From an optimization exercise on the open Yosys and OpenROAD flow, aimed at a short achievable clock period and few clock cycles; shortcuts taken in it are not production practice.
At most, simulation tests tie the RTL to the original design; equivalence was not proved.
Only the layout flow was run in runs 1 and 4; the RTL was not checked for function there.
Power and IR drop assume default switching activity.

==> flow/config.mk <==
export PLATFORM = sky130hd
export DESIGN_NAME = v33_exec_core
export DESIGN_NICKNAME = v33_exec_core
export VERILOG_FILES = /design/flow/design.v
export SDC_FILE = /design/flow/constraint.sdc
export NUM_CORES = 4
export LEC_CHECK = 0
export ABC_CLOCK_PERIOD_IN_PS = 1500
export CAP_MARGIN = 20
export CORE_MARGIN = 2
export CORE_UTILIZATION = 50
export SETUP_SLACK_MARGIN = 2.6
export SLEW_MARGIN = 20
export TNS_END_PERCENT = 5
==> flow/constraint.sdc <==
create_clock -name core_clock -period 4.4 [get_ports {clk}]
set_input_delay 0.8800 -clock core_clock [delete_from_list [all_inputs] [get_ports {clk}]]
set_output_delay 0.8800 -clock core_clock [all_outputs]
set_load 0.01 [all_outputs]
==> flow/design.v <==
`default_nettype none
package v33_pkg;
    localparam int WORD_W = 16;
    localparam int BYTE_W = 8;
    typedef struct packed {
        logic [15:0] rmask_rd;    
        logic [7:0]  rmask_ex;    
        logic        rflags;      
        logic        out;         
        logic        out_dw;      
        logic        alu;         
        logic        flag;        
        logic [1:0]  flag_op;     
        logic        wide;        
        logic [2:0]  op;          
        logic [2:0]  dst;         
        logic [2:0]  src;         
        logic        a_reg;       
        logic        b_reg;       
        logic        b_imm;       
        logic        w_en;        
        logic        cvtbw;
        logic        cvtwl;
        logic        psw;
        logic [15:0] imm;
    } q_t;
    localparam int QW = 64;
    typedef struct packed {
        logic [15:0] a_lo;        
        logic [15:0] b_lo;        
        logic [7:0]  a_hi;        
        logic [7:0]  b_hi;        
        logic [15:0] wmask;       
        logic        wflags;      
        logic        out;
        logic        out_dw;
        logic        alu;
        logic        flag;
        logic [1:0]  flag_op;
        logic        wide;
        logic        k_arith;
        logic        k_or;
        logic        k_and;
        logic        k_xor;
        logic        sub;
        logic        use_cin;
        logic        b_imm;
        logic        cvtbw;
        logic        cvtwl;
        logic        psw;
        logic [15:0] imm;
    } rd_t;
    localparam int RW = 98;
endpackage
`default_nettype wire
`timescale 1ns/1ps
`default_nettype none
import v33_pkg::*;
module prefetch_queue #(
    parameter int IQ_DEPTH = 5
) (
    input  logic                       clk,
    input  logic                       reset,
    input  logic [v33_pkg::BYTE_W-1:0] code_byte,
    input  logic                       code_valid,
    output logic                       code_req,
    output logic [v33_pkg::QW-1:0]     head,
    output logic                       head_valid,
    input  logic                       pop
);
    logic       in_v;
    logic [7:0] in_b;
    logic       in_l1;    
    logic       in_l2;    
    logic [2:0] st;       
    logic       s_l2;     
    logic [7:0] s_b0;
    logic [7:0] s_b1;
    logic       complete;
    logic       i_v;
    logic [7:0] i_b0;
    logic [7:0] i_b1;
    logic [7:0] i_b2;
    logic [QW-1:0] dec;
    logic [QW-1:0] mem [IQ_DEPTH];
    logic [IQ_DEPTH-1:0] wsel;    
    logic [IQ_DEPTH-1:0] rsel;    
    logic [IQ_DEPTH-1:0] cnt;     
    logic [IQ_DEPTH-1:0] cnt_next;
    logic [QW-1:0] mem_head;
    logic h_load;    
    function automatic [1:0] ilen(input [7:0] b);
        casez (b)
            8'b00???0??: ilen = 2'd2;
            8'b00???10?: ilen = b[0] ? 2'd3 : 2'd2;
            8'b1011????: ilen = b[3] ? 2'd3 : 2'd2;
            8'he6, 8'he7: ilen = 2'd2;
            default: ilen = 2'd1;
        endcase
    endfunction
    always_ff @(posedge clk) begin
        in_b <= code_byte;
        in_l1 <= ilen(code_byte) == 2'd1;
        in_l2 <= ilen(code_byte) == 2'd2;
        if (reset) begin
            in_v <= 1'b0;
            code_req <= 1'b1;
        end else begin
            in_v <= code_valid && code_req;
            code_req <= !cnt_next[IQ_DEPTH-3];
        end
    end
    assign complete = (st[0] && in_l1) || (st[1] && s_l2) || st[2];
    always_ff @(posedge clk) begin
        if (reset) begin
            st <= 3'b001;
            i_v <= 1'b0;
        end else begin
            if (in_v) begin
                st <= complete ? 3'b001 : {st[1:0], 1'b0};
            end
            i_v <= in_v && complete;
        end
    end
    always_ff @(posedge clk) begin
        if (in_v && st[0]) begin
            s_b0 <= in_b;
            s_l2 <= in_l2;
        end
        if (in_v && st[1]) begin
            s_b1 <= in_b;
        end
        i_b0 <= st[0] ? in_b : s_b0;
        i_b1 <= st[1] ? in_b : s_b1;
        i_b2 <= in_b;
    end
    instruction_decoder u_dec (
        .b0     (i_b0),
        .b1     (i_b1),
        .b2     (i_b2),
        .q_bits (dec)
    );
    always_ff @(posedge clk) begin
        for (int i = 0; i < IQ_DEPTH; i++) begin
            if (i_v && wsel[i]) begin
                mem[i] <= dec;
            end
        end
    end
    assign h_load = (!head_valid || pop) && cnt[0];
    always_comb begin
        if (i_v && !h_load) begin
            cnt_next = {cnt[IQ_DEPTH-2:0], 1'b1};
        end else if (h_load && !i_v) begin
            cnt_next = {1'b0, cnt[IQ_DEPTH-1:1]};
        end else begin
            cnt_next = cnt;
        end
    end
    always_ff @(posedge clk) begin
        if (reset) begin
            wsel <= IQ_DEPTH'(1);
            rsel <= IQ_DEPTH'(1);
            cnt <= '0;
            head_valid <= 1'b0;
        end else begin
            if (i_v) begin
                wsel <= {wsel[IQ_DEPTH-2:0], wsel[IQ_DEPTH-1]};
            end
            if (h_load) begin
                rsel <= {rsel[IQ_DEPTH-2:0], rsel[IQ_DEPTH-1]};
            end
            cnt <= cnt_next;
            if (!head_valid || pop) begin
                head_valid <= cnt[0];
            end
        end
    end
    always_comb begin
        mem_head = '0;
        for (int i = 0; i < IQ_DEPTH; i++) begin
            mem_head = mem_head | ({QW{rsel[i]}} & mem[i]);
        end
    end
    always_ff @(posedge clk) begin
        if (h_load) begin
            head <= mem_head;
        end
    end
endmodule
`default_nettype wire
`timescale 1ns/1ps
`default_nettype none
import v33_pkg::*;
module instruction_decoder (
    input  logic [7:0]              b0,
    input  logic [7:0]              b1,
    input  logic [7:0]              b2,
    output logic [v33_pkg::QW-1:0]  q_bits
);
    function automatic [15:0] lanes_rd(input [2:0] idx, input w);
        lanes_rd = '0;
        if (w) begin
            lanes_rd[idx] = 1'b1;
        end else begin
            lanes_rd[{idx[2], 1'b0, idx[1:0]}] = 1'b1;
        end
    endfunction
    function automatic [7:0] lanes_ex(input [2:0] idx, input w);
        lanes_ex = '0;
        if (w) begin
            lanes_ex[idx] = 1'b1;
        end
    endfunction
    v33_pkg::q_t q;
    logic [2:0] dst;
    logic [2:0] src;
    logic [2:0] op;
    logic w;
    assign q_bits = q;
    assign op = b0[5:3];
    assign w = b0[0];
    assign dst = b0[1] ? b1[5:3] : b1[2:0];
    assign src = b0[1] ? b1[2:0] : b1[5:3];
    always_comb begin
        q = '0;
        q.wide = w;
        q.op = op;
        q.flag_op = {b0[3], b0[0]};
        q.out_dw = b0[3];
        q.imm = w ? {b2, b1} : {8'h00, b1};
        casez (b0)
            8'b00???0??: begin
                if (b1[7:6] == 2'b11) begin
                    q.alu = 1'b1;
                    q.rflags = op == 3'd2 || op == 3'd3;
                    q.rmask_rd = lanes_rd(dst, w) | lanes_rd(src, w);
                    q.rmask_ex = lanes_ex(dst, w) | lanes_ex(src, w);
                    q.dst = dst;
                    q.src = src;
                    q.a_reg = 1'b1;
                    q.b_reg = 1'b1;
                    q.w_en = op != 3'd7;
                end
            end
            8'b00???10?: begin
                q.alu = 1'b1;
                q.rflags = op == 3'd2 || op == 3'd3;
                q.rmask_rd = lanes_rd(3'd0, w);
                q.rmask_ex = lanes_ex(3'd0, w);
                q.dst = 3'd0;
                q.a_reg = 1'b1;
                q.b_imm = 1'b1;
                q.w_en = op != 3'd7;
            end
            8'b1011????: begin
                q.wide = b0[3];
                q.imm = b0[3] ? {b2, b1} : {8'h00, b1};
                q.dst = b0[2:0];
                q.b_imm = 1'b1;
                q.w_en = 1'b1;
            end
            8'hf5, 8'hf8, 8'hf9: begin
                q.flag = 1'b1;
            end
            8'h98: begin
                q.wide = 1'b1;
                q.dst = 3'd0;
                q.rmask_rd = 16'h0001;  
                q.src = 3'd0;
                q.b_reg = 1'b1;  
                q.cvtbw = 1'b1;
                q.w_en = 1'b1;
            end
            8'h99: begin
                q.wide = 1'b1;
                q.dst = 3'd2;
                q.rmask_ex = 8'h01;  
                q.cvtwl = 1'b1;
                q.w_en = 1'b1;
            end
            8'h9f: begin
                q.wide = 1'b0;
                q.dst = 3'd4;  
                q.rflags = 1'b1;
                q.psw = 1'b1;
                q.w_en = 1'b1;
            end
            8'he6, 8'he7, 8'hee, 8'hef: begin
                q.out = 1'b1;
                q.rmask_rd = b0[3] ? 16'h0005 : 16'h0001;
                q.rmask_ex = {5'h00, b0[3], 1'b0, w};
                q.dst = 3'd0;
                q.src = 3'd2;
                q.a_reg = 1'b1;
                q.b_reg = b0[3];
                q.b_imm = !b0[3];
                q.imm = {8'h00, b1};
            end
            default: ;
        endcase
    end
endmodule
`default_nettype wire
`timescale 1ns/1ps
`default_nettype none
import v33_pkg::*;
module operand_stage (
    input  logic                       clk,
    input  logic                       reset,
    input  logic [v33_pkg::QW-1:0]     head,
    input  logic                       head_valid,
    output logic                       pop,
    output logic                       fire,
    output logic [v33_pkg::RW-1:0]     rd_bits,
    output logic [7:0]                 p_n,
    output logic [7:0]                 g_n,
    output logic [7:0]                 lg_n,
    output logic [7:0]                 b_hi_n,
    output logic [7:0]                 io_addr_lo,
    output logic [7:0]                 io_data_lo,
    output logic [63:0]                hi_flat,
    input  logic [15:0]                wmask1,
    input  logic [7:0]                 wval1,
    input  logic [7:0]                 wmask2_1,
    input  logic [7:0]                 wmask2,
    input  logic [7:0]                 wval2
);
    function automatic [15:0] lo_sel(input [2:0] idx, input w);
        lo_sel = '0;
        if (w) begin
            lo_sel[idx] = 1'b1;
        end else begin
            lo_sel[{idx[2], 1'b0, idx[1:0]}] = 1'b1;
        end
    endfunction
    function automatic [7:0] hi_sel(input [2:0] idx, input w);
        hi_sel = '0;
        if (w) begin
            hi_sel[idx] = 1'b1;
        end
    endfunction
    function automatic [15:0] lanes(input [2:0] idx, input w);
        lanes = lo_sel(idx, w) | {hi_sel(idx, w), 8'h00};
    endfunction
    logic [7:0] lo [8];
    logic [7:0] hi [8];
    v33_pkg::q_t hd;
    v33_pkg::rd_t nx;
    v33_pkg::rd_t rd;
    logic rd_valid;
    logic [1:0] hz;
    logic [15:0] p_w1;
    logic [7:0] p_w2;
    logic stall2;
    logic stall1;
    logic advance;
    logic [7:0] a_lo;
    logic [7:0] b_lo;
    logic [7:0] b_hi;
    logic arith;
    logic [7:0] b_x;
    assign hd = head;
    assign rd = rd_bits;
    assign arith = !(hd.op == 3'd1 || hd.op == 3'd4 || hd.op == 3'd6);
    always_comb begin
        nx = '0;
        nx.a_lo = hd.a_reg ? lo_sel(hd.dst, hd.wide) : 16'h0;
        nx.a_hi = hd.a_reg ? hi_sel(hd.dst, hd.wide) : 8'h0;
        nx.b_lo = hd.b_reg ? lo_sel(hd.src, hd.wide || hd.out) : 16'h0;
        nx.b_hi = (hd.b_reg && !hd.cvtbw) ? hi_sel(hd.src, hd.wide || hd.out) : 8'h0;
        nx.wmask = hd.w_en ? lanes(hd.dst, hd.wide) : 16'h0;
        nx.wflags = hd.alu || hd.flag;
        nx.out = hd.out;
        nx.out_dw = hd.out_dw;
        nx.alu = hd.alu;
        nx.flag = hd.flag;
        nx.flag_op = hd.flag_op;
        nx.wide = hd.wide;
        nx.k_arith = hd.alu && arith;
        nx.k_or = !hd.alu || hd.op == 3'd1;
        nx.k_and = hd.alu && hd.op == 3'd4;
        nx.k_xor = hd.alu && hd.op == 3'd6;
        nx.sub = hd.alu && (hd.op == 3'd3 || hd.op == 3'd5 || hd.op == 3'd7);
        nx.use_cin = hd.alu && (hd.op == 3'd2 || hd.op == 3'd3);
        nx.b_imm = hd.b_imm;
        nx.cvtbw = hd.cvtbw;
        nx.cvtwl = hd.cvtwl;
        nx.psw = hd.psw;
        nx.imm = hd.imm;
    end
    assign p_w1 = rd.wide ? {8'h00, rd.wmask[7:0]} : rd.wmask;
    assign p_w2 = rd.wide ? rd.wmask[15:8] : 8'h00;
    assign stall2 = fire && (|(p_w2 & hd.rmask_rd[15:8]));
    assign stall1 = (fire && ((|(p_w1 & hd.rmask_rd)) || (|((p_w2 | p_w1[15:8]) & hd.rmask_ex))
        || (rd.wflags && hd.rflags) || (rd.out && hd.out)))
        || (|(wmask2_1 & hd.rmask_rd[15:8]));
    assign fire = rd_valid && hz == 2'd0;
    assign advance = hz == 2'd0;
    assign pop = advance && head_valid;
    always_ff @(posedge clk) begin
        if (reset) begin
            rd_valid <= 1'b0;
            hz <= 2'd0;
        end else begin
            if (advance) begin
                rd_valid <= head_valid;
                hz <= !head_valid ? 2'd0 : stall2 ? 2'd2 : stall1 ? 2'd1 : 2'd0;
            end else begin
                hz <= hz - 2'd1;
            end
        end
    end
    always_ff @(posedge clk) begin
        if (advance) begin
            rd_bits <= nx;
        end
    end
    always_comb begin
        a_lo = {8{|(rd.a_lo & wmask1)}} & wval1;
        b_lo = {8{|(rd.b_lo & wmask1)}} & wval1;
        for (int j = 0; j < 8; j++) begin
            a_lo = a_lo | ({8{rd.a_lo[j] && !wmask1[j]}} & lo[j])
                | ({8{rd.a_lo[8 + j] && !wmask1[8 + j]}} & hi[j]);
            b_lo = b_lo | ({8{rd.b_lo[j] && !wmask1[j]}} & lo[j])
                | ({8{rd.b_lo[8 + j] && !wmask1[8 + j]}} & hi[j]);
        end
    end
    assign b_x = b_lo | ({8{rd.b_imm}} & rd.imm[7:0]);
    assign p_n = a_lo ^ b_x ^ {8{rd.sub}};
    assign g_n = a_lo & (b_x ^ {8{rd.sub}});
    assign lg_n = ({8{rd.k_or}} & (a_lo | b_x))
        | ({8{rd.k_and}} & (a_lo & b_x))
        | ({8{rd.k_xor}} & (a_lo ^ b_x));
    assign b_hi = ({8{rd.b_imm}} & rd.imm[15:8]) | {8{rd.cvtbw && b_lo[7]}};
    assign b_hi_n = b_hi;  
    always_ff @(posedge clk) begin
        if (fire && rd.out) begin
            io_addr_lo <= b_x;
            io_data_lo <= a_lo;
        end
    end
    always_ff @(posedge clk) begin
        for (int j = 0; j < 8; j++) begin
            if (reset) begin
                lo[j] <= '0;
                hi[j] <= '0;
            end else begin
                if (wmask1[j]) begin
                    lo[j] <= wval1;
                end
                if (wmask1[8 + j]) begin
                    hi[j] <= wval1;  
                end
                if (wmask2[j]) begin
                    hi[j] <= wval2;
                end
            end
        end
    end
    always_comb begin
        for (int j = 0; j < 8; j++) begin
            hi_flat[8 * j +: 8] = hi[j];
        end
    end
endmodule
`default_nettype wire
`timescale 1ns/1ps
`default_nettype none
import v33_pkg::*;
module alu_execute (
    input  logic                       clk,
    input  logic                       reset,
    input  logic                       fire,
    input  logic [v33_pkg::RW-1:0]     rd_bits,
    input  logic [7:0]                 p_n,
    input  logic [7:0]                 g_n,
    input  logic [7:0]                 lg_n,
    input  logic [7:0]                 b_hi_n,
    input  logic [63:0]                hi_flat,
    output logic [15:0]                wmask1,
    output logic [7:0]                 wmask2_1,
    output logic [7:0]                 wval1,
    output logic [7:0]                 wmask2,
    output logic [7:0]                 wval2,
    output logic                       io_write,
    output logic [7:0]                 io_addr_hi,
    output logic [7:0]                 io_data_hi
);
    function automatic [8:0] carries(input [7:0] p, input [7:0] g, input c);
        logic [7:0] gg;
        logic [7:0] pp;
        logic [7:0] ng;
        logic [7:0] np;
        gg = g;
        pp = p;
        for (int l = 0; l < 3; l++) begin
            ng = gg;
            np = pp;
            for (int i = 0; i < 8; i++) begin
                if ((i >> l) & 1) begin
                    ng[i] = gg[i] | (pp[i] & gg[((i >> l) << l) - 1]);
                    np[i] = pp[i] & pp[((i >> l) << l) - 1];
                end
            end
            gg = ng;
            pp = np;
        end
        carries[0] = c;
        for (int i = 0; i < 8; i++) begin
            carries[i + 1] = gg[i] | (pp[i] & c);
        end
    endfunction
    v33_pkg::rd_t rd;
    logic [7:0] hi [8];
    logic [7:0] p1;
    logic [7:0] g1;
    logic [7:0] lg1;
    logic [7:0] bh1;
    logic [15:0] m1;
    logic [7:0] a_hi_sel1;
    logic [7:0] b_hi_sel1;
    logic wide1;
    logic k_arith1;
    logic k_or1;
    logic k_and1;
    logic k_xor1;
    logic sub1;
    logic use_cin1;
    logic alu1;
    logic flag1;
    logic [1:0] flag_op1;
    logic out1;
    logic cvtwl1;
    logic psw1;
    logic cin1;
    logic [8:0] c1;
    logic [7:0] res1;
    logic [7:0] a_hi_r;
    logic [7:0] b_hi_r;
    logic [7:0] b_hi_x;
    logic [7:0] b_hi_l;
    logic ah7;
    logic [7:0] p2;
    logic [7:0] g2;
    logic [7:0] lg2;
    logic c2;
    logic ac2;
    logic wide2;
    logic k_arith2;
    logic sub2;
    logic alu2;
    logic flag2;
    logic [1:0] flag_op2;
    logic [8:0] cc2;
    logic [7:0] res2;
    logic f_cy;
    logic f_ac;
    logic [15:0] f_res;
    logic f_wide;
    logic f_lazy;
    logic f_z;
    logic f_s;
    logic f_p;
    logic [7:0] psw;
    assign rd = rd_bits;
    always_comb begin
        for (int j = 0; j < 8; j++) begin
            hi[j] = hi_flat[8 * j +: 8];
        end
    end
    always_ff @(posedge clk) begin
        if (reset) begin
            m1 <= '0;
            wmask1 <= '0;
            wmask2_1 <= '0;
            alu1 <= 1'b0;
            flag1 <= 1'b0;
            out1 <= 1'b0;
        end else begin
            m1 <= fire ? (rd.wide ? {8'h00, rd.wmask[7:0]} : rd.wmask) : 16'h0;
            wmask1 <= m1;
            wmask2_1 <= (fire && rd.wide) ? rd.wmask[15:8] : 8'h0;
            alu1 <= fire && rd.alu;
            flag1 <= fire && rd.flag;
            out1 <= fire && rd.out;
        end
    end
    always_ff @(posedge clk) begin
        p1 <= p_n;
        g1 <= g_n;
        lg1 <= lg_n;
        bh1 <= b_hi_n;
        a_hi_sel1 <= rd.a_hi;
        b_hi_sel1 <= rd.b_hi;
        wide1 <= rd.wide;
        k_arith1 <= rd.k_arith;
        k_or1 <= rd.k_or;
        k_and1 <= rd.k_and;
        k_xor1 <= rd.k_xor;
        sub1 <= rd.sub;
        use_cin1 <= rd.use_cin;
        flag_op1 <= rd.flag_op;
        cvtwl1 <= rd.cvtwl;
        psw1 <= rd.psw;
    end
    assign f_z = f_lazy && (f_wide ? (f_res == 16'h0) : (f_res[7:0] == 8'h0));
    assign f_s = f_lazy && (f_wide ? f_res[15] : f_res[7]);
    assign f_p = f_lazy && ~^f_res[7:0];
    assign psw = {f_s, f_z, 1'b0, f_ac, 1'b0, f_p, 1'b1, f_cy};
    assign ah7 = hi[0][7];
    assign cin1 = sub1 ^ (use_cin1 && f_cy);
    assign c1 = carries(p1, g1, cin1);
    assign res1 = ({8{k_arith1}} & (p1 ^ c1[7:0]))
        | lg1
        | ({8{psw1}} & psw)
        | {8{cvtwl1 && ah7}};
    always_ff @(posedge clk) begin
        wval1 <= res1;
    end
    always_comb begin
        a_hi_r = '0;
        b_hi_r = '0;
        for (int j = 0; j < 8; j++) begin
            a_hi_r = a_hi_r | ({8{a_hi_sel1[j]}} & hi[j]);
            b_hi_r = b_hi_r | ({8{b_hi_sel1[j]}} & hi[j]);
        end
    end
    assign b_hi_l = b_hi_r | bh1 | {8{cvtwl1 && ah7}};
    assign b_hi_x = b_hi_l ^ {8{sub1 && wide1}};
    always_ff @(posedge clk) begin
        if (reset) begin
            io_write <= 1'b0;
        end else begin
            io_write <= out1;
        end
        io_addr_hi <= b_hi_r;
        io_data_hi <= a_hi_r;
    end
    always_ff @(posedge clk) begin
        if (reset) begin
            wmask2 <= '0;
            alu2 <= 1'b0;
            flag2 <= 1'b0;
        end else begin
            wmask2 <= wmask2_1;
            alu2 <= alu1;
            flag2 <= flag1;
        end
    end
    always_ff @(posedge clk) begin
        p2 <= a_hi_r ^ b_hi_x;
        g2 <= a_hi_r & b_hi_x;
        lg2 <= ({8{k_or1}} & (a_hi_r | b_hi_l))
            | ({8{k_and1}} & (a_hi_r & b_hi_l))
            | ({8{k_xor1}} & (a_hi_r ^ b_hi_l));
        c2 <= c1[8];
        ac2 <= c1[4] ^ sub1;
        wide2 <= wide1;
        k_arith2 <= k_arith1;
        sub2 <= sub1;
        flag_op2 <= flag_op1;
    end
    assign cc2 = carries(p2, g2, c2);
    assign res2 = ({8{k_arith2}} & (p2 ^ cc2[7:0])) | lg2;
    assign wval2 = res2;
    always_ff @(posedge clk) begin
        if (reset) begin
            f_cy <= 1'b0;
            f_ac <= 1'b0;
            f_res <= '0;
            f_wide <= 1'b0;
            f_lazy <= 1'b0;
        end else if (alu2) begin
            f_cy <= k_arith2 && ((wide2 ? cc2[8] : c2) ^ sub2);
            f_ac <= k_arith2 && ac2;
            f_res <= {res2, wval1};
            f_wide <= wide2;
            f_lazy <= 1'b1;
        end else if (flag2) begin
            f_cy <= flag_op2[1] ? flag_op2[0] : !f_cy;
        end
    end
endmodule
`default_nettype wire
`timescale 1ns/1ps
`default_nettype none
import v33_pkg::*;
module v33_exec_core #(
    parameter int IQ_DEPTH = 5
) (
    input  logic                       clk,
    input  logic                       reset,
    input  logic [v33_pkg::BYTE_W-1:0] code_byte,
    input  logic                       code_valid,
    output logic                       code_req,
    output logic                       io_write,
    output logic [v33_pkg::WORD_W-1:0] io_addr,
    output logic [v33_pkg::WORD_W-1:0] io_data
);
    logic [QW-1:0] head;
    logic head_valid;
    logic pop;
    logic fire;
    logic [RW-1:0] rd_bits;
    logic [7:0] p_n;
    logic [7:0] g_n;
    logic [7:0] lg_n;
    logic [7:0] b_hi_n;
    logic [63:0] hi_flat;
    logic [15:0] wmask1;
    logic [7:0] wval1;
    logic [7:0] wmask2;
    logic [7:0] wmask2_1;
    logic [7:0] wval2;
    prefetch_queue #(
        .IQ_DEPTH(IQ_DEPTH)
    ) u_queue (
        .clk        (clk),
        .reset      (reset),
        .code_byte  (code_byte),
        .code_valid (code_valid),
        .code_req   (code_req),
        .head       (head),
        .head_valid (head_valid),
        .pop        (pop)
    );
    operand_stage u_operand (
        .clk        (clk),
        .reset      (reset),
        .head       (head),
        .head_valid (head_valid),
        .pop        (pop),
        .fire       (fire),
        .rd_bits    (rd_bits),
        .p_n        (p_n),
        .g_n        (g_n),
        .lg_n       (lg_n),
        .b_hi_n     (b_hi_n),
        .io_addr_lo (io_addr[7:0]),
        .io_data_lo (io_data[7:0]),
        .hi_flat    (hi_flat),
        .wmask1     (wmask1),
        .wmask2_1   (wmask2_1),
        .wval1      (wval1),
        .wmask2     (wmask2),
        .wval2      (wval2)
    );
    alu_execute u_execute (
        .clk      (clk),
        .reset    (reset),
        .fire     (fire),
        .rd_bits  (rd_bits),
        .p_n      (p_n),
        .g_n      (g_n),
        .lg_n     (lg_n),
        .b_hi_n   (b_hi_n),
        .hi_flat  (hi_flat),
        .wmask1   (wmask1),
        .wmask2_1 (wmask2_1),
        .wval1    (wval1),
        .wmask2   (wmask2),
        .wval2    (wval2),
        .io_write (io_write),
        .io_addr_hi (io_addr[15:8]),
        .io_data_hi (io_data[15:8])
    );
endmodule
`default_nettype wire
==> flow/flow/run.sh <==
#!/bin/bash
# Layout flow: the standard flow, with the port buffers made from
# sky130_fd_sc_hd__buf_4 instead of the resizer's default choice, which it
# does not resize afterwards.
set -e
export BUFFER_PORTS_ARGS="-buffer_cell sky130_fd_sc_hd__buf_4"
bash standard.sh > standard.log 2>&1
==> flow/standard.sh <==
#!/bin/bash
# synth_recipe.tcl (not shown) runs the flow's synth.tcl, then flattens the netlist and writes it again
# the make line also repeats each setting of config.mk as NAME=value (left out here)
make -C /OpenROAD-flow-scripts/flow DESIGN_CONFIG=/design/flow/config.mk WORK_HOME=/design/flow/orfs CLKGATE_MAP_FILE= SYNTH_SCRIPT=/design/flow/synth_recipe.tcl "${@:-finish}"
==> results of run 1 <==
==> layer usage <==
metal  vias up  global-route usage (%)  wire (um)
li1      10320                       -          -
met2       996                    49.9      51200
met5         -                       0          0
met3       307                    4.71       6190
met1     11593                    38.8      43200
met4         0                    17.6       6920
==> power groups by stage <==
stage | clock [mW] | sequential, mW | combinational, mW
6_report | 7.35 | 9.20 | 1.32
3_5_place_dp | 0 | 9.39 | 1.06
5_1_grt | 7.75 | 9.22 | 1.41
4_1_cts | 7.45 | 9.18 | 1.21
2_1_floorplan | 0 | 9.02 | 0.820
3_3_place_gp | 0 | 9.39 | 1.04
==> path summary, 6_finish.rpt <==
| path | start | endpoint | slack, ps | cells past startpoint |
|---|---|---|---|---|
| worst min-delay path | u_execute.flag_op1[1] | u_execute.flag_op2[1] | 330 | 0 |
| worst min register to register | u_execute.flag_op1[1] | u_execute.flag_op2[1] | 330 | 0 |
| worst max-delay path | u_operand.rd_bits[95] | u_execute.lg1[2] | 1960 | 7 |
| worst max register to register | u_operand.rd_bits[95] | u_execute.lg1[2] | 1960 | 7 |
==> state kept, by name, indices dropped and copies added (netlist names), 16 cells and up <==
register           cells
u_operand.rd_bits     97
u_queue.head          58
u_execute.wmask1      16
u_operand.lo          64
u_execute.m1          16
u_execute.f_res       16
u_operand.hi          64
u_queue.mem          290
==> logic make-up (layout without fill, tap and decap cells) <==
group / Yosys count / in the layout / synth area share [%]
muxes: 71 / 71 / 2.17
and+or+nand+nor: 742 / 743 / 11.9
xor gates and xnor gates: 42 / 42 / 1.09
DFF: 853 / 853 / 65.0
adders and majority gates: 58 / 58 / 2.16
buffers and inverters: 262 / 429 / 3.04
other: 0 / 1 / 0
AOI/OAI and AO/OA: 646 / 646 / 14.6
==> area by class of cell <==
class,count,area share [%]
diodes,1,0.00632
clock buffers,132,6.34
clock inverters,31,0.897
inverters,80,0.767
multi-input cells,1560,29.7
flip-flops and latches,853,55.6
well taps,873,2.76
repair buffers,186,3.98
==> timing repair <==
item	CTS	global route
buffers inserted	78	36
resized for setup	154	145
pin swaps	29	59
hold buffers	0	0
setup endpoints to repair	798	776
cloned	1	1
==> stage by stage <==
step | hold WS [ps] | instance area (um2) | std cells | total power, mW | utilization [%]
2_1_floorplan | 310 | 33600 | 2674 | 9.85 | -
3_3_place_gp | 311 | 34600 | 3436 | 10.4 | 51.7
3_5_place_dp | 313 | 34600 | 3436 | 10.4 | 51.7
4_1_cts | 299 | 38800 | 3678 | 17.8 | 57.9
5_1_grt | 316 | 39600 | 3715 | 18.4 | 59.2
6_report | 327 | 39600 | 3716 | 17.9 | 59.2
==> worst reg2reg max path, cell delays in order (launching register included) <==
cell      delay, ps
edfxtp_1        420
buf_4           220
a22oi_1         620
nand3_1         200
a211o_1         350
ha_4            240
a22oi_1         140
o21ai_1         110
==> cell usage in the layout, fill, tap and decap left out, types with 12 or more instances in the layout <==
cell,n
ha_1,41
clkbuf_8,12
nand4_1,26
dfxtp_4,32
clkbuf_16,90
a22oi_2,34
o21ai_0,19
dfxtp_2,32
buf_6,19
a222oi_1,62
and2_1,67
mux2_2,16
ha_4,16
nand3_1,24
a22o_1,20
inv_1,77
edfxtp_1,478
nor2_1,171
nand2_1,139
xnor2_1,21
nand3b_1,17
nor3_1,14
clkbuf_1,29
xor2_1,20
a22oi_1,173
a211oi_1,131
a21oi_1,70
and3_1,22
a221oi_1,17
clkinv_2,13
and3b_1,42
dfxtp_1,311
buf_4,158
mux2i_1,55
o21ai_1,14
nor2b_1,121
==> impl_metrics.env, run 1 <==
export IMPL_finalHoldViolations=0
export IMPL_p_int_mw=13.4
export IMPL_layout_min_cycle_time_ps=2440
export IMPL_io_pins=45
export IMPL_synth_fp_nets=2743
export IMPL_cts_root_buf="clkbuf_16"
export IMPL_multi_input_area_um2=11800
export IMPL_port_buffers=44
export IMPL_avgSynthCellArea_um2=12.6
export IMPL_cts_clk_slew_worst_paths_ps=60
export IMPL_synthCells=2674
export IMPL_rsz0062_at_grt="yes"
export IMPL_synth_top_cell_by_area="edfxtp_1"
export IMPL_layout_drive_gt1_share_pct=19.9
export IMPL_cts_sinks=853
export IMPL_cpPeakStageDelay_ps=620
export IMPL_swShare_pct=24.8
export IMPL_worst_slew_pin_slew_ps=1150
export IMPL_crit_type="flip-flop to flip-flop"
export IMPL_fin_nets=2838
export IMPL_slew_headroom_pct=23.3
export IMPL_grtUsageTotal_pct=30.5
export IMPL_syn_area_um2=33600
export IMPL_ys_seq_elements=853
export IMPL_drt_total_wl_um=107000
export IMPL_hp_class="flip-flop to flip-flop"
export IMPL_drtIter0Drc=2405
export IMPL_seq_area_um2=22000
export IMPL_drv_cap=0
export IMPL_yosysSeqAreaShare_pct=65.0
export IMPL_grt_pass1_vias=22889
export IMPL_dieArea_um2=69300
export IMPL_grt_pass1_wl_um=156000
export IMPL_power_density_nw_per_um2=451
export IMPL_yosysWarnings=8
export IMPL_arrival_ps=2940
export IMPL_endpoint_kind="flip-flop"
export IMPL_gp_routability_congestion=1.04
export IMPL_first_pass_iters=8
export IMPL_grt_overflow_total=0
export IMPL_grt_max_degree=104
export IMPL_path_cells="buf_4, a22oi_1, nand3_1, a211o_1, ha_4, a22oi_1, o21ai_1"
export IMPL_initial_core_util_pct=50.2
export IMPL_synth_top_area_share_pct=42.7
export IMPL_wl_per_cell_um=28.9
export IMPL_period_share_pct=55.3
export IMPL_layout_setup_ws_ps=1960
export IMPL_setup_tns_final_ps=0
export IMPL_synthMostInstantiatedCell="edfxtp_1"
export IMPL_ant_nets=0
export IMPL_synth_edf_count=478
export IMPL_via_per_inst=6.25
export IMPL_cts_htree_levels=3
export IMPL_power_leakage_nw=14.6
export IMPL_post_place_ws_ps=1080
export IMPL_clock_skew_ps=32.0
export IMPL_nFillCells=5421
export IMPL_peakVddDrop_mv=0.338
export IMPL_path_buf_inv=1
export IMPL_vias=23216
export IMPL_coreArea_um2=66900
export IMPL_die_w_um=263
export IMPL_async_flop_share_pct=0
export IMPL_p_clk_share_pct=41.1
export IMPL_switchingPower_mw=4.43
export IMPL_final_max_slew_viol_count=0
export IMPL_rows=95
export IMPL_clock_path_buffers=3
export IMPL_worstPathRequired_ps=4910
export IMPL_dp_hpwl_um=70400
export IMPL_synth_area_leaders="edfxtp_1 43%, dfxtp_1 22%, a22oi_1 4.6%"
export IMPL_antenna_found_initial=3
export IMPL_slowest_stage="a22oi_1"
export IMPL_crit_path_max_fanout=8
export IMPL_crit_top_cell="a22oi_1"
export IMPL_power_frac_seq_pct=51.5
export IMPL_setup_violations=0
export IMPL_syn2layout_area_growth_pct=17.8
export IMPL_synth_top_cells_by_count="478 x edfxtp_1, 375 x dfxtp_1, 207 x a22oi_1"
export IMPL_cts_buffers=88
export IMPL_ys_types=70
export IMPL_fmax_mhz=411
export IMPL_die_height_um=263
export IMPL_insertion_delay_ps=650
export IMPL_status="finished clean"
export IMPL_startpoint_type="flip-flop"
export IMPL_path_delay_family="compound AO/OA/AOI/OAI gates"
export IMPL_drc=0
export IMPL_ys_flop_type="edfxtp_1"
export IMPL_combPwrFrac_pct=7.4
export IMPL_cts_tree="yes"
==> run 2, diff against run 1 <==
--- a/flow/design.v
+++ b/flow/design.v
@@ -317,3 +317,2 @@
     output logic [7:0]                 g_n,
-    output logic [7:0]                 lg_n,
     output logic [7:0]                 b_hi_n,
@@ -431,5 +430,2 @@
     assign g_n = a_lo & (b_x ^ {8{rd.sub}});
-    assign lg_n = ({8{rd.k_or}} & (a_lo | b_x))
-        | ({8{rd.k_and}} & (a_lo & b_x))
-        | ({8{rd.k_xor}} & (a_lo ^ b_x));
     assign b_hi = ({8{rd.b_imm}} & rd.imm[15:8]) | {8{rd.cvtbw && b_lo[7]}};
@@ -477,3 +473,2 @@
     input  logic [7:0]                 g_n,
-    input  logic [7:0]                 lg_n,
     input  logic [7:0]                 b_hi_n,
@@ -517,3 +512,2 @@
     logic [7:0] g1;
-    logic [7:0] lg1;
     logic [7:0] bh1;
@@ -545,3 +539,5 @@
     logic [7:0] g2;
-    logic [7:0] lg2;
+    logic k_or2;
+    logic k_and2;
+    logic k_xor2;
     logic c2;
@@ -591,3 +587,2 @@
         g1 <= g_n;
-        lg1 <= lg_n;
         bh1 <= b_hi_n;
@@ -614,3 +609,5 @@
     assign res1 = ({8{k_arith1}} & (p1 ^ c1[7:0]))
-        | lg1
+        | ({8{k_or1}} & (p1 | g1))
+        | ({8{k_and1}} & g1)
+        | ({8{k_xor1}} & p1)
         | ({8{psw1}} & psw)
@@ -653,5 +650,5 @@
         g2 <= a_hi_r & b_hi_x;
-        lg2 <= ({8{k_or1}} & (a_hi_r | b_hi_l))
-            | ({8{k_and1}} & (a_hi_r & b_hi_l))
-            | ({8{k_xor1}} & (a_hi_r ^ b_hi_l));
+        k_or2 <= k_or1;
+        k_and2 <= k_and1;
+        k_xor2 <= k_xor1;
         c2 <= c1[8];
@@ -664,3 +661,6 @@
     assign cc2 = carries(p2, g2, c2);
-    assign res2 = ({8{k_arith2}} & (p2 ^ cc2[7:0])) | lg2;
+    assign res2 = ({8{k_arith2}} & (p2 ^ cc2[7:0]))
+        | ({8{k_or2}} & (p2 | g2))
+        | ({8{k_and2}} & g2)
+        | ({8{k_xor2}} & p2);
     assign wval2 = res2;
@@ -707,3 +707,2 @@
     logic [7:0] g_n;
-    logic [7:0] lg_n;
     logic [7:0] b_hi_n;
@@ -737,3 +736,2 @@
         .g_n        (g_n),
-        .lg_n       (lg_n),
         .b_hi_n     (b_hi_n),
@@ -755,3 +753,2 @@
         .g_n      (g_n),
-        .lg_n     (lg_n),
         .b_hi_n   (b_hi_n),
--- a/flow/config.mk
+++ b/flow/config.mk
@@ -11,4 +11,4 @@
 export CORE_UTILIZATION = 50
-export SETUP_SLACK_MARGIN = 2.6
+export SETUP_SLACK_MARGIN = 2.25
 export SLEW_MARGIN = 20
-export TNS_END_PERCENT = 5
+export TNS_END_PERCENT = 100
==> impl_metrics.env, run 2 <==
export IMPL_final_core_util_pct=58.5
export IMPL_yosysWarnings=8
export IMPL_arrival_ps=2770
export IMPL_worst_slew_pin_slew_ps=1140
export IMPL_wl_per_cell_um=29.9
export IMPL_dieArea_um2=67200
export IMPL_drt_total_wl_um=106000
export IMPL_crit_type="flip-flop to flip-flop"
export IMPL_synth_edf_count=478
export IMPL_yosysSeqAreaShare_pct=66.3
export IMPL_grtUsageTotal_pct=31.6
export IMPL_syn_area_um2=32600
export IMPL_die_height_um=259
export IMPL_grt_pass1_wl_um=154000
export IMPL_ys_types=65
export IMPL_path_buf_inv=1
export IMPL_largest_register_ffs=290
export IMPL_nFillCells=5221
export IMPL_layout_min_cycle_time_ps=2230
export IMPL_grt_pass1_vias=21860
export IMPL_ant_nets=0
export IMPL_p_int_mw=13.5
export IMPL_fin_nets=2660
export IMPL_async_flop_share_pct=0
export IMPL_drtIter0Drc=2694
export IMPL_slowest_stage="edfxtp_1"
export IMPL_via_per_inst=6.31
export IMPL_insertion_delay_ps=650
export IMPL_synth_top_area_share_pct=44.1
export IMPL_hold_buffers=0
export IMPL_cts_sinks=840
export IMPL_slew_headroom_pct=24.0
export IMPL_endpoint_kind="flip-flop"
export IMPL_antenna_found_initial=1
export IMPL_status="finished clean"
export IMPL_swShare_pct=24.9
export IMPL_avgSynthCellArea_um2=12.7
export IMPL_p_clk_share_pct=41.1
export IMPL_largest_register="u_queue.mem"
export IMPL_ys_seq_elements=840
export IMPL_port_buffers=44
export IMPL_cts_htree_levels=3
export IMPL_power_frac_seq_pct=50.2
export IMPL_die_w_um=259
export IMPL_power_leakage_nw=13.6
export IMPL_synth_area_leaders="edfxtp_1 44%, dfxtp_1 22%, a22oi_1 5.0%"
export IMPL_placed_area_um2=33600
export IMPL_syn2layout_area_growth_pct=15.8
export IMPL_rows=93
export IMPL_fmax_mhz=448
export IMPL_period_share_pct=50.7
export IMPL_clock_skew_ps=25.4
export IMPL_combPwrFrac_pct=8.7
export IMPL_crit_path_max_fanout=7
export IMPL_dp_hpwl_um=71800
export IMPL_drv_cap=0
export IMPL_final_max_slew_viol_count=0
export IMPL_cts_tree="yes"
export IMPL_setup_tns_final_ps=0
export IMPL_coreArea_um2=64500
export IMPL_synthCells=2564
export IMPL_io_pins=45
export IMPL_fin_hold_ws_ps=325
export IMPL_layout_drive_gt1_share_pct=15.5
export IMPL_fin_area_um2=37700
export IMPL_synth_top_cell_by_area="edfxtp_1"
export IMPL_mostFrequentLayoutCell="edfxtp_1"
export IMPL_switchingPower_mw=4.47
export IMPL_ys_flop_type="edfxtp_1"
export IMPL_drc=0
export IMPL_power_density_nw_per_um2=477
export IMPL_peakVddDrop_mv=0.374
export IMPL_finalHoldViolations=0
export IMPL_synth_fp_nets=2601
export IMPL_initial_core_util_pct=50.5
export IMPL_grt_max_degree=108
export IMPL_startpoint_type="flip-flop"
export IMPL_vias=22423
export IMPL_path_delay_family="simple AND/OR/NAND/NOR gates"
export IMPL_path_cells="buf_6, and3b_2, a2111oi_4, and4b_1, o211ai_1, xor2_1, and2_1"
export IMPL_gp_routability_congestion=1.03
export IMPL_final_cell_mix="478 x edfxtp_1, 335 x dfxtp_1, 215 x a22oi_1"
export IMPL_reg_top3="u_queue.mem (290), u_operand.rd_bits (97)"
export IMPL_synthMostInstantiatedCell="edfxtp_1"
export IMPL_first_pass_iters=6
export IMPL_hp_class="flip-flop to flip-flop"
export IMPL_rsz0062_at_grt="yes"
export IMPL_cts_root_buf="clkbuf_16"
export IMPL_cts_clk_slew_worst_paths_ps=60
export IMPL_synth_top_cells_by_count="478 x edfxtp_1, 362 x dfxtp_1, 215 x a22oi_1"
export IMPL_setup_violations=0
export IMPL_grt_overflow_total=0
export IMPL_cts_buffers=87
export IMPL_cpPeakStageDelay_ps=390
export IMPL_clock_path_buffers=3
export IMPL_worstPathRequired_ps=4940
[run 2: routing by layer]
layer  wire [um]  share of wire, %  track usage (%)  vias up
met3        7100               6.7             5.33      267
met4        6120               5.8             15.7        0
li1            -                 -                -     9940
met2       50700                48             51.9     1013
met5           0                 0                0        -
met1       42500                40             40.8    11203
[run 2: kinds of logic (layout without fill, tap and decap cells)]
| group | after synthesis | in the layout | synth area share, % |
|---|---|---|---|
| flops | 840 | 840 | 66.3 |
| simple gates | 728 | 728 | 11.9 |
| compound gates | 647 | 647 | 15.2 |
| buf+inv | 222 | 355 | 2.61 |
| mux | 69 | 69 | 2.19 |
| xor+xnor | 32 | 32 | 0.860 |
| fa+ha+maj | 26 | 26 | 0.998 |
| other cells | 0 | 1 | 0 |
[run 2: layout make-up]
class                      count  area [um2]  share of cell area, %
timing repair inverter         1        5.00                 0.0133
inverter                      41         158                  0.418
clock inverter                36         419                   1.11
multi-input combinational   1502       10600                   28.0
antenna                        1        2.50                0.00663
sequential                   840       21700                   57.5
clock buffer                 127        2500                   6.62
tap                          855        1070                   2.84
timing repair buffer         150        1310                   3.48
[run 2: metrics by stage]
| stage | power, mW | cells | worst slack, ps |
|---|---|---|---|
| 2_1_floorplan | 9.88 | 2564 | 1640 |
| 3_3_place_gp | 10.5 | 3318 | 1340 |
| 3_5_place_dp | 10.6 | 3318 | 1320 |
| 4_1_cts | 18.0 | 3516 | 2180 |
| 5_1_grt | 18.5 | 3552 | 2080 |
| 6_report | 18.0 | 3553 | 2170 |
[run 2: path summary, 6_finish.rpt]
| path | slack, ps | to | depth (start not counted) | from |
|---|---|---|---|---|
| worst max-delay path | 2170 | u_execute.g1[2] | 7 | u_operand.rd_bits[74] |
| worst min-delay path | 320 | u_execute.flag_op2[0] | 0 | u_execute.flag_op1[0] |
| worst max register to register | 2170 | u_execute.g1[2] | 7 | u_operand.rd_bits[74] |
| worst min register to register | 320 | u_execute.flag_op2[0] | 0 | u_execute.flag_op1[0] |
[run 2: power groups by stage]
stage / logic [mW] / registers, mW / clock network, mW
3_3_place_gp: 1.32 / 9.22 / 0
3_5_place_dp: 1.34 / 9.22 / 0
6_report: 1.56 / 9.03 / 7.40
5_1_grt: 1.67 / 9.05 / 7.80
4_1_cts: 1.46 / 9.03 / 7.51
2_1_floorplan: 0.945 / 8.94 / 0
[run 2: timing repair]
action / in CTS / in global routing
setup endpoints to repair: 330 / 198
setup buffers: 34 / 35
gates resized for setup: 102 / 49
pin swaps: 16 / 24
gates cloned: 1 / 1
Testbench counts of run 2, summed over its fixed seeds: cycles 44,779.
==> run 3, diff against run 2 <==
--- a/flow/config.mk
+++ b/flow/config.mk
@@ -11,4 +11,4 @@
 export CORE_UTILIZATION = 50
-export SETUP_SLACK_MARGIN = 2.25
+export SETUP_SLACK_MARGIN = 2.6
 export SLEW_MARGIN = 20
-export TNS_END_PERCENT = 100
+export TNS_END_PERCENT = 5
==> impl_metrics.env, run 3 <==
export IMPL_status="finished clean"
export IMPL_fin_area_um2=38300
export IMPL_reg_top3="u_queue.mem (290), u_operand.rd_bits (97)"
export IMPL_power_leakage_nw=13.9
export IMPL_layout_setup_ws_ps=2140
export IMPL_ys_flop_type="edfxtp_1"
export IMPL_crit_start="u_execute.p2[2]"
export IMPL_clock_path_buffers=3
export IMPL_hp_class="flip-flop to flip-flop"
export IMPL_largest_register="u_queue.mem"
export IMPL_grt_max_degree=108
export IMPL_syn2layout_area_growth_pct=17.7
export IMPL_via_per_inst=6.23
export IMPL_io_pins=45
export IMPL_clock_skew_ps=32.5
export IMPL_grt_overflow_total=0
export IMPL_power_mw=18.3
export IMPL_synth_edf_count=478
export IMPL_port_buffers=44
export IMPL_r2r_slack_ps=2140
export IMPL_ys_types=65
export IMPL_final_cell_mix="478 x edfxtp_1, 336 x dfxtp_1, 212 x a22oi_1"
export IMPL_grt_pass1_vias=21706
export IMPL_drt_total_wl_um=108000
export IMPL_nFillCells=5204
export IMPL_yosysWarnings=8
export IMPL_path_delay_family="compound AO/OA/AOI/OAI gates"
export IMPL_antenna_found_initial=0
export IMPL_drv_cap=0
export IMPL_fin_nets=2702
export IMPL_grt_pass1_wl_um=153000
export IMPL_cts_tree="yes"
export IMPL_finalHoldViolations=0
export IMPL_final_max_slew_viol_count=0
export IMPL_startpoint_type="flip-flop"
export IMPL_endpoint_kind="flip-flop"
export IMPL_initial_core_util_pct=50.5
export IMPL_synthCells=2564
export IMPL_cts_buffers=86
export IMPL_slowest_stage="a2111o_1"
export IMPL_synth_top_area_share_pct=44.1
export IMPL_rsz0062_at_grt="yes"
export IMPL_cts_htree_levels=3
export IMPL_slew_headroom_pct=30.1
export IMPL_yosysSeqAreaShare_pct=66.3
export IMPL_synth_top_cells_by_count="478 x edfxtp_1, 362 x dfxtp_1, 215 x a22oi_1"
export IMPL_fin_hold_ws_ps=328
export IMPL_fmax_mhz=443
export IMPL_cts_sinks=840
export IMPL_synth_fp_nets=2601
export IMPL_cts_root_buf="clkbuf_16"
export IMPL_layout_drive_gt1_share_pct=18.1
export IMPL_worst_slew_pin_slew_ps=1050
export IMPL_ys_seq_elements=840
export IMPL_dieArea_um2=67200
export IMPL_insertion_delay_ps=660
export IMPL_crit_path_max_fanout=5
export IMPL_largest_register_ffs=290
export IMPL_crit_end="u_operand.hi[0][6]"
export IMPL_peakVddDrop_mv=0.343
export IMPL_ant_nets=0
export IMPL_placed_area_um2=33700
export IMPL_r2r_start="u_execute.p2[2]"
export IMPL_synth_area_leaders="edfxtp_1 44%, dfxtp_1 22%, a22oi_1 5.0%"
export IMPL_synthMostInstantiatedCell="edfxtp_1"
export IMPL_wl_per_cell_um=29.9
export IMPL_cts_clk_slew_worst_paths_ps=60
export IMPL_grtUsageTotal_pct=31.8
export IMPL_avgSynthCellArea_um2=12.7
export IMPL_coreArea_um2=64500
export IMPL_syn_area_um2=32600
export IMPL_rows=93
export IMPL_period_share_pct=51.3
export IMPL_mostFrequentLayoutCell="edfxtp_1"
export IMPL_worstPathRequired_ps=4880
export IMPL_setup_violations=0
export IMPL_n_antenna_cell=0
export IMPL_path_buf_inv=1
export IMPL_dp_hpwl_um=72100
export IMPL_crit_cells=7
export IMPL_setup_tns_final_ps=0
export IMPL_layout_min_cycle_time_ps=2260
export IMPL_drc=0
export IMPL_arrival_ps=2730
export IMPL_async_flop_share_pct=0
export IMPL_power_density_nw_per_um2=477
export IMPL_worstRegToRegCells=7
export IMPL_drtIter0Drc=2571
export IMPL_gp_routability_congestion=1.06
export IMPL_crit_type="flip-flop to flip-flop"
export IMPL_vias=22388
export IMPL_worstReg2RegEnd="u_operand.hi[0][6]"
export IMPL_first_pass_iters=8
export IMPL_post_place_ws_ps=1480
export IMPL_die_w_um=259
export IMPL_cpPeakStageDelay_ps=540
export IMPL_synth_top_cell_by_area="edfxtp_1"
export IMPL_path_cells="and3_4, a2111o_1, a21oi_4, o21ai_2, a311oi_4, clkbuf_16, a211oi_1"
export IMPL_die_height_um=259
run 3: worst min path at each step:
stage                          startpoint  cells after the start                     to
finish              u_operand.rd_bits[27]                      0  u_execute.flag_op1[0]
global route                 code_byte[0]                      1        u_queue.in_b[0]
CTS                          code_byte[0]                      1        u_queue.in_b[0]
global placement    u_execute.flag_op1[1]                      0  u_execute.flag_op2[1]
floorplan           u_execute.flag_op1[0]                      0  u_execute.flag_op2[0]
detailed placement  u_execute.flag_op1[1]                      0  u_execute.flag_op2[1]
run 3: repair_timing:
action,4_1_cts,5_1_grt
endpoints found under the setup margin,616,788
pin swaps,16,32
endpoints found under the hold margin,0,0
buffers inserted,59,48
hold buffers,0,0
gates resized for setup,107,77
gates cloned,1,2
run 3: layer usage:
metal / GRT usage [%] / wire (um) / up-vias
li1: - / - / 10016
met1: 39.9 / 41400 / 11016
met2: 51.9 / 51200 / 1058
met3: 4.69 / 6970 / 298
met4: 19.9 / 8080 / 0
met5: 0 / 0 / -
run 3: logic make-up (layout without fill, tap and decap cells):
logic type	count (synthesis)	after routing	synth area share [%]
DFF	840	840	66.3
and+or+nand+nor	728	730	11.9
AOI/OAI and AO/OA	647	647	15.2
buffers and inverters	222	394	2.61
muxes	69	69	2.19
xor gates and xnor gates	32	32	0.860
adders and majority gates	26	26	0.998
run 3: where the power goes:
part / leakage [nW] / switching [mW] / total [mW] / internal [mW]
Sequential: 7.65 / 0.460 / 9.11 / 8.65
Combinational: 4.73 / 0.987 / 1.59 / 0.599
Clock: 1.48 / 3.19 / 7.61 / 4.42
run 3: layout make-up:
type                            instances  area [um2]  share of cell area (%)
Tap cell                              855        1070                    2.79
Clock inverter                         47         549                    1.43
Multi-Input combinational cell       1504       10800                    28.1
Inverter                               41         161                   0.421
Clock buffer                          114        2460                    6.43
Timing Repair Buffer                  192        1630                    4.24
Sequential cell                       840       21700                    56.6
run 3: through the flow:
stage                     util, %  cells
after floorplan                 -   2564
after global placement       52.2   3321
after detailed placement     52.2   3322
after CTS                    58.3   3543
after global routing         59.5   3593
final                        59.5   3593
==> run 4, diff against run 3 <==
--- a/flow/design.v
+++ b/flow/design.v
@@ -433,6 +433,4 @@
     always_ff @(posedge clk) begin
-        if (fire && rd.out) begin
-            io_addr_lo <= b_x;
-            io_data_lo <= a_lo;
-        end
+        io_addr_lo <= b_x;
+        io_data_lo <= a_lo;
     end
@@ -474,2 +472,4 @@
     input  logic [7:0]                 b_hi_n,
+    input  logic [7:0]                 io_addr_lo1,
+    input  logic [7:0]                 io_data_lo1,
     input  logic [63:0]                hi_flat,
@@ -481,4 +481,4 @@
     output logic                       io_write,
-    output logic [7:0]                 io_addr_hi,
-    output logic [7:0]                 io_data_hi
+    output logic [v33_pkg::WORD_W-1:0] io_addr,
+    output logic [v33_pkg::WORD_W-1:0] io_data
 );
@@ -633,4 +633,4 @@
         end
-        io_addr_hi <= b_hi_r;
-        io_data_hi <= a_hi_r;
+        io_addr <= {b_hi_r, io_addr_lo1};
+        io_data <= {a_hi_r, io_data_lo1};
     end
@@ -708,2 +708,4 @@
     logic [7:0] b_hi_n;
+    logic [7:0] io_addr_lo1;
+    logic [7:0] io_data_lo1;
     logic [63:0] hi_flat;
@@ -737,4 +739,4 @@
         .b_hi_n     (b_hi_n),
-        .io_addr_lo (io_addr[7:0]),
-        .io_data_lo (io_data[7:0]),
+        .io_addr_lo (io_addr_lo1),
+        .io_data_lo (io_data_lo1),
         .hi_flat    (hi_flat),
@@ -754,2 +756,4 @@
         .b_hi_n   (b_hi_n),
+        .io_addr_lo1 (io_addr_lo1),
+        .io_data_lo1 (io_data_lo1),
         .hi_flat  (hi_flat),
@@ -761,4 +765,4 @@
         .io_write (io_write),
-        .io_addr_hi (io_addr[15:8]),
-        .io_data_hi (io_data[15:8])
+        .io_addr  (io_addr),
+        .io_data  (io_data)
     );
==> impl_metrics.env, run 4 <==
export IMPL_dp_hpwl_um=69800
export IMPL_grt_overflow_total=0
export IMPL_ys_seq_elements=856
export IMPL_port_buffers=44
export IMPL_peakVddDrop_mv=0.369
export IMPL_rsz0062_at_grt="yes"
export IMPL_r2r_slack_ps=2080
export IMPL_clock_path_buffers=3
export IMPL_cts_sinks=856
export IMPL_yosysSeqAreaShare_pct=66.3
export IMPL_via_per_inst=6.24
export IMPL_largest_register_ffs=290
export IMPL_io_pins=45
export IMPL_hp_start="u_operand.io_data_lo[4]"
export IMPL_power_density_nw_per_um2=472
export IMPL_synth_edf_count=462
export IMPL_gp_routability_congestion=0.967
export IMPL_cts_tree="yes"
export IMPL_fin_hold_ws_ps=326
export IMPL_hold_path_depth=0
export IMPL_fin_area_um2=38000
export IMPL_hp_class="flip-flop to flip-flop"
export IMPL_wl_per_cell_um=28.7
export IMPL_synth_area_leaders="edfxtp_1 42%, dfxtp_1 24%, a22oi_1 4.8%"
export IMPL_cts_buffers=86
export IMPL_period_share_pct=52.6
export IMPL_finalHoldViolations=0
export IMPL_power_leakage_nw=13.7
export IMPL_vias=22363
export IMPL_clock_skew_ps=34.9
export IMPL_nFillCells=5218
export IMPL_cts_clk_slew_worst_paths_ps=60
export IMPL_rows=93
export IMPL_grtUsageTotal_pct=30.2
export IMPL_drtIter0Drc=2421
export IMPL_synth_fp_nets=2632
export IMPL_layout_setup_ws_ps=2080
export IMPL_drv_cap=0
export IMPL_die_w_um=260
export IMPL_crit_path_max_fanout=15
export IMPL_worstPathRequired_ps=4750
export IMPL_status="finished clean"
export IMPL_worstReg2RegEnd="u_queue.mem[2][39]"
export IMPL_synthMostInstantiatedCell="edfxtp_1"
export IMPL_endpoint_kind="flip-flop"
export IMPL_synthCells=2595
export IMPL_synth_top_cell_by_area="edfxtp_1"
export IMPL_syn_area_um2=32800
export IMPL_drc=0
export IMPL_r2r_start="u_queue.i_b0[6]"
export IMPL_cts_root_buf="clkbuf_16"
export IMPL_final_cell_mix="462 x edfxtp_1, 363 x dfxtp_1, 211 x a22oi_1"
export IMPL_startpoint_type="flip-flop"
export IMPL_largest_register="u_queue.mem"
export IMPL_layout_drive_gt1_share_pct=16.7
export IMPL_layout_min_cycle_time_ps=2320
export IMPL_hold_buffers=0
export IMPL_final_core_util_pct=58.7
export IMPL_fmax_mhz=432
export IMPL_worstRegToRegCells=5
export IMPL_insertion_delay_ps=650
export IMPL_ys_types=77
export IMPL_setup_tns_final_ps=0
export IMPL_slew_headroom_pct=33.2
export IMPL_antenna_found_initial=0
export IMPL_placed_area_um2=33800
export IMPL_drt_total_wl_um=103000
export IMPL_ant_nets=0
export IMPL_synth_top_area_share_pct=42.3
export IMPL_async_flop_share_pct=0
export IMPL_crit_type="flip-flop to flip-flop"
export IMPL_avgSynthCellArea_um2=12.7
export IMPL_syn2layout_area_growth_pct=15.7
export IMPL_initial_core_util_pct=50.8
export IMPL_ys_flop_type="edfxtp_1"
export IMPL_fin_nets=2689
export IMPL_die_height_um=260
export IMPL_hold_end="u_execute.io_data[4]"
export IMPL_arrival_ps=2660
export IMPL_mostFrequentLayoutCell="edfxtp_1"
export IMPL_first_pass_iters=6
export IMPL_worst_slew_pin_slew_ps=1000
export IMPL_cts_htree_levels=3
export IMPL_dieArea_um2=67700
export IMPL_synth_top_cells_by_count="462 x edfxtp_1, 394 x dfxtp_1, 211 x a22oi_1"
export IMPL_yosysWarnings=8
export IMPL_post_place_ws_ps=1240
export IMPL_setup_violations=0
export IMPL_final_max_slew_viol_count=0
export IMPL_coreArea_um2=64700
export IMPL_grt_pass1_wl_um=148000
export IMPL_reg_top3="u_queue.mem (290), u_operand.rd_bits (97)"
export IMPL_grt_max_degree=84
export IMPL_grt_pass1_vias=21786
[run 4: cell count changes in the layout (fill, tap and decap cells not counted), moves of 10 or more]
cell      previous run  this run
edfxtp_1           478       462
nor2b_2             14         4
buf_6               19         9
and3b_1             33        22
buf_4              164       142
and2_1              70        60
dfxtp_1            336       363
[run 4: worst max-delay path by stage]
| stage | from | cells after the start | to |
|---|---|---|---|
| floorplan | u_operand.hz[0] | 5 | u_execute.flag1 |
| global placement | u_execute.wmask1[6] | 6 | u_execute.p1[7] |
| detailed placement | u_execute.wmask1[6] | 6 | u_execute.p1[7] |
| CTS | u_operand.rd_bits[69] | 7 | u_execute.p1[1] |
| global route | u_operand.rd_bits[75] | 7 | u_execute.p1[6] |
| finish | u_queue.i_b0[6] | 5 | u_queue.mem[2][39] |
[run 4: repair_timing]
| item | in CTS | in global routing |
|---|---|---|
| setup endpoints to repair | 648 | 752 |
| resized for setup | 129 | 57 |
| cloned | 3 | 0 |
| setup buffers | 62 | 16 |
| pin swaps | 35 | 32 |
[run 4: cell type report]
cell class	instances	area (um2)	share of cell area (%)
Timing Repair inverter	1	5.00	0.0132
Timing Repair Buffer	164	1430	3.76
Sequential cell	856	21900	57.5
Tap cell	855	1070	2.82
Antenna cell	1	2.50	0.00658
Inverter	44	176	0.464
Clock inverter	45	453	1.19
Clock buffer	116	2370	6.23
Multi-Input combinational cell	1499	10600	28.0
[run 4: cells by family after synthesis]
logic type,Yosys count,share of synthesized area (%)
multiplexers,71,2.23
AO/OA/AOI/OAI,650,15.2
AND/OR/NAND/NOR,721,11.6
XOR/XNOR,31,0.869
adder cells (fa/ha/maj),26,0.991
buffers and inverters,240,2.90
flip-flops,856,66.3
[run 4: stage by stage]
stage	total power [mW]	std cells
3_5_place_dp	10.7	3338
3_3_place_gp	10.6	3338
4_1_cts	17.9	3564
5_1_grt	18.5	3580
2_1_floorplan	10.0	2595
6_report	17.9	3581
[run 4: per-layer routing]
metal	global-route usage (%)	share of wire (%)
met1	37.4	39
met2	51.3	49
met3	4.58	5.8
met4	15.5	6.0
met5	0	0
[run 4: worst max-delay path: stages (launching register included)]
cell and delay (ps):
dfxtp_1 370, nor2_1 160, nand3_1 100, or2_2 460, and2_1 300, o21ai_0 610
[run 4: report_power, final]
part / switching [mW] / leakage (nW) / total (mW) / internal [mW]
Combinational: 1.00 / 4.54 / 1.60 / 0.598
Sequential: 0.386 / 7.77 / 9.16 / 8.78
Clock: 3.14 / 1.37 / 7.16 / 4.02
Total: 4.52 / 13.7 / 17.9 / 13.4

-- static timing again, ports no longer ideal --
No port has a modelled driver above. Below, the same layouts with a new extraction and two added sets of constraints.
Step 1 sets driving cells, clkbuf_16 on the clock port and buf_2 on the other inputs (assumed; they add their load-dependent delay and slew).
Step 2 adds t to the input delays and takes it off the output delays; t is the mean of the earliest and latest rising clock arrival at the registers after step 1. Input paths then give back, and output paths get back, about the clock's delay inside the block.
Slacks: ideal / step 1 / step 2; pairs: ideal / step 1.
run | t (ns) | setup slack, ns | worst slew at a driven data input, ns
run 1 | 0.701 | 1.965 / 1.965 / 1.946 | 0.04
run 2 | 0.700 | 2.170 / 2.170 / 1.797 | 0.04
run 3 | 0.708 | 2.142 / 2.142 / 1.941 | 0.04
run 4 | 0.701 | 2.085 / 2.085 / 1.979 | 0.04
After both steps setup and hold are still met in every run listed. The setup slack of run 2, which loses most, moves by 0.000 ns with the drivers and by -0.373 ns with both steps.
